Context: an optimization exercise on an open-source flow, tuned for small area, a short achievable clock period and few clock cycles per item. The choices shown serve that exercise and are no tape-out recipe.
At most, simulation tests tie the RTL to the original design; equivalence was not proved.
No activity file was given, so power comes from the tool's default toggle rates.

## garnet
// bellmanFordTop
module bellmanFordTop (
    input  logic                          clock,
    input  logic                          reset,
    input  logic                          start,
    input  bellmanFordPkg::nodeId_t       source,
    input  bellmanFordPkg::nodeId_t       destination,
    input  bellmanFordPkg::nodeId_t       nodeCount,
    output logic                          graphReadEnable,
    output bellmanFordPkg::graphAddress_t graphAddress,
    input  bellmanFordPkg::graphLine_t    graphData,
    output logic                          outWriteEnable,
    output bellmanFordPkg::graphAddress_t outAddress,
    output bellmanFordPkg::distance_t     outData,
    output logic                          busy,
    output logic                          finish,
    output logic                          negCycle
);
    localparam int NN = 31;
    localparam int DW = 13;
    localparam logic signed [DW-1:0] UNREACHED = 13'sd4095;
    typedef enum logic [2:0] {S_IDLE, S_RUN, S_PD, S_PN, S_PE, S_FIN} state_t;
    typedef enum logic [2:0] {F_WAIT, F_IDXW, F_IDX, F_ADJW, F_FIRST, F_LINE, F_GAP} fetch_t;
    typedef enum logic [1:0] {R_CONT, R_ADJY, R_IDX} req_t;
    state_t st;
    fetch_t fst;
    logic [4:0] srcR, dstR;
    logic [4:0] nR;
    logic [5:0] passCnt;
    logic [DW-1:0] distT [1:NN];
    logic [4:0]    predT [1:NN];
    logic [NN:1]   dirty;
    logic                 aValid, duRd;
    logic [4:0]           pAddr;
    logic signed [7:0]    aW;
    logic                 bValid, bInit;
    logic [4:0]           bNode;
    logic signed [DW-1:0] bCand, bTD;
    logic                 cValid, cInit, cSupp;
    logic [4:0]           cNode, cProc;
    logic signed [DW-1:0] cCand;
    logic signed [DW-1:0] du;
    logic [4:0]           procNode, selNode;
    logic                 selPend;
    logic [5:0]           pos;
    logic [4:0]           yNode, procNext;
    logic                 yPend, yPair, curIsX, issueY, switchY;
  ...
For scale: about 4,000 cells after synthesis, ~860 flip-flops, ~39,000 um2 of cells after synthesis.
clock: 8.0 ns
lec_check: 0
abc_area: 1
cap_margin: 20
core_margin: 2
core_utilization: 40
cts_cluster_diameter: 90
cts_cluster_size: 20
setup_slack_margin: 5.0
slew_margin: 20
tns_end_percent: 100
run.sh (not shown) runs the stock make flow with config.mk's settings and CLKGATE_MAP_FILE= SYNTH_SCRIPT=/design/flow/synth_recipe.tcl, a recipe that flattens the netlist after the stock synthesis.
Testbench counts of garnet, summed over its fixed seeds: cycles 19,110, queries 96.
#### Input delta (zinc over garnet)
- TNS_END_PERCENT now 10, was 100
### Flow results
- Going from garnet to zinc, achievable clock frequency decreased about 9%; count of buffers not belonging to the clock network in the layout lost 14; clock insertion delay at the later pin of the skew report stayed essentially flat; wire length now smaller; met3 usage in global routing decreased by 0.20 points relative to the old numbers.
- Comparing met2 wire length for garnet and zinc, the smaller number came from zinc.
diff inputs: zinc => tundra
- a change of TNS_END_PERCENT from 10 to 40
--- outcome ---
There was hardly any difference in power dissipated in the clock network between zinc and tundra. The lower smallest setup slack after layout of zinc and tundra is in zinc. Looking at area of all placed cells without fillers, tundra sits above zinc. Number of logic inverters in the finished layout (lower): zinc. Of zinc and tundra, tundra shows the higher final routed wirelength across all metal layers, with zinc below it. For zinc, the source of the critical timing path was graphAddress[7], unlike tundra, where it was dirty[31]. On arrival time at the worst endpoint, the higher figure sits with tundra, not zinc.
The inputs of juniper differ from those of tundra as listed below.
- TNS_END_PERCENT changed from 40 to 100
==> flow/flow/run.sh (new file) <==
#!/bin/bash
# Standard layout, with plain buffers (sky130_fd_sc_hd__buf_1) on the ports
# instead of the resizer's default choice.
set -euo pipefail
cd "$(dirname "$0")/.."
export BUFFER_PORTS_ARGS="-buffer_cell sky130_fd_sc_hd__buf_1"
bash standard.sh > make_finish.log 2>&1
==> flow/standard.sh (new file) <==
#!/bin/bash
# synth_recipe.tcl (not shown) runs the flow's synth.tcl, then flattens the netlist and writes it again
# the make line also repeats each setting of config.mk as NAME=value (left out here)
make -C /OpenROAD-flow-scripts/flow DESIGN_CONFIG=/design/flow/config.mk WORK_HOME=/design/flow/orfs CLKGATE_MAP_FILE= SYNTH_SCRIPT=/design/flow/synth_recipe.tcl "${@:-finish}"
removed: flow/run.sh
Notes after the runs:
- juniper went all the way through the flow, and no timing, DRC or antenna check failed.
- Setup slack was higher in juniper than in tundra.
- Combinational fraction of design power down 0.5 points in juniper wrt tundra
- On number of detailed-routing iterations run before antenna repair, juniper and tundra are basically level.
- Summary of juniper over tundra: critical path depth shows an increase of 5, power density over the cells saw an increase.
The inputs of cedar differ from those of juniper as listed below.
- CTS_CLUSTER_DIAMETER changed from 90 to 100
- CTS_CLUSTER_SIZE changed from 20 to 24
==> flow/run.sh (new file) <==
#!/bin/bash
# synth_recipe.tcl (not shown) runs the flow's synth.tcl, then flattens the netlist and writes it again
# the make line also repeats each setting of config.mk as NAME=value (left out here)
make -C /OpenROAD-flow-scripts/flow DESIGN_CONFIG=/design/flow/config.mk WORK_HOME=/design/flow/orfs CLKGATE_MAP_FILE= SYNTH_SCRIPT=/design/flow/synth_recipe.tcl finish
removed: flow/flow/run.sh
removed: flow/standard.sh
[summary]
Delta (cedar minus juniper): wire length on met2 higher; worst slew slack as a fraction of its limit lower; non-clock buffer contribution to total cell area higher.


Setup of the previous run:
bellmanFordTop, a different RTL version from the one above (not shown whole).
Size in the first run: ~200 I/O pins.
clock: 8.0 ns
lec_check: 0
cap_margin: 20
core_margin: 2
core_utilization: 30
setup_slack_margin: 5.0
slew_margin: 20
tns_end_percent: 100
Stock flow here: none of the scripts above is used.
The previous run | status: complete | timing, DRC, antenna: pass
> inputs changed (the previous run -> the current run)
Settings: ABC_AREA now 1, previously not set; CORE_UTILIZATION now 40, was 30.
==> summary.txt <==
The current run vs the previous run — non-clock buffer instance count of the final layout dropped about 32%. Going from the previous run to the current run, the layout inverter count without the clock tree was found to have gone up by 350. Total power, the current run and the previous run: higher on the current run. Compared with the previous run, the current run shows number of instances on the worst hold path higher by 1. Synthesized area: the current run > the previous run. Looking at die area across the current run and the previous run, the one that comes out lower is the current run.
Function was not checked in any run of this note: the RTL went through the layout flow alone.


job 2884:
Starting RTL as in the previous note.
export LEC_CHECK = 0
export ABC_CLOCK_PERIOD_IN_PS = 3000
export CAP_MARGIN = 20
export CORE_MARGIN = 2
export CORE_UTILIZATION = 40
export SETUP_SLACK_MARGIN = 5.0
export SLEW_MARGIN = 20
export TNS_END_PERCENT = 100
create_clock -name core_clock -period 8.0 [get_ports {clock}]
Relative to job 2884, the following input files were edited for job 2846:
- ABC_CLOCK_PERIOD_IN_PS no longer set, was 3000
==> summary.txt <==
Job 2846 was carried through to the last stage, and its layout satisfied the timing, design-rule and antenna checks.
~same final critical-path setup slack in job 2846 and job 2884
Job 2846 vs. job 2884: clock-cell share of area essentially unchanged; met2 demand-to-capacity share in global routing essentially unchanged.
[compare] base=job 2884 new=job 2846: adder-cell area share of the yosys netlist about even, worst hold slack about even, boundary pin count about even, static power due to leakage about even.
On clock network fraction of design power, job 2846 and job 2884 are neck and neck.
| count of clock-buffer cells in the layout | job 2884 vs job 2846 | ≈ equal |
Function was not checked in any run of this note: the RTL went through the layout flow alone.

## afterwards: timing with drivers on the ports
No port has a modelled driver above. Below, the same layouts with a new extraction and two added sets of constraints. Step 1 sets driving cells, clkbuf_16 on the clock port and buf_2 on the other inputs (assumed; they add their load-dependent delay and slew). Step 2 also shifts input and output timing later by t, the mid clock arrival at the registers, as if the neighbouring blocks saw the same clock. Slacks: no drivers / after step 1 / after step 2; pairs: no drivers / after step 1.
| run | t, ns | setup slack, ns | hold slack, ns | worst setup path after step 2 | worst register clock-pin slew, ns |
|---|---|---|---|---|---|
| garnet | 0.714 | 5.031 / 4.962 / 4.389 | 0.345 / 0.345 / 0.345 | input to register | 0.09 / 0.09 |
| zinc | 0.715 | 4.733 / 4.658 / 4.279 | 0.342 / 0.342 / 0.342 | input to register | 0.10 / 0.10 |
| tundra | 0.698 | 4.938 / 4.910 / 4.398 | 0.344 / 0.344 / 0.344 | input to register | 0.09 / 0.09 |
| juniper | 0.706 | 5.035 / 4.986 / 4.394 | 0.336 / 0.336 / 0.336 | input to register | 0.09 / 0.09 |
| cedar | 0.685 | 5.004 / 4.969 / 4.332 | 0.345 / 0.345 / 0.345 | input to register | 0.11 / 0.11 |
| the previous run | 0.742 | 4.723 / 4.723 / 4.277 | 0.407 / 0.407 / 0.407 | input to register | 0.07 / 0.07 |
| the current run | 0.707 | 4.977 / 4.962 / 4.420 | 0.449 / 0.449 / 0.449 | input to register | 0.07 / 0.07 |
| job 2884 | 0.732 | 4.579 / 4.579 / 4.279 | 0.428 / 0.428 / 0.428 | input to register | 0.08 / 0.08 |
| job 2846 | 0.732 | 4.579 / 4.579 / 4.279 | 0.428 / 0.428 / 0.428 | input to register | 0.08 / 0.08 |
After both steps setup and hold are still met in every run listed. The setup slack of cedar, which loses most, moves by -0.035 ns with the drivers and by -0.672 ns with both steps.
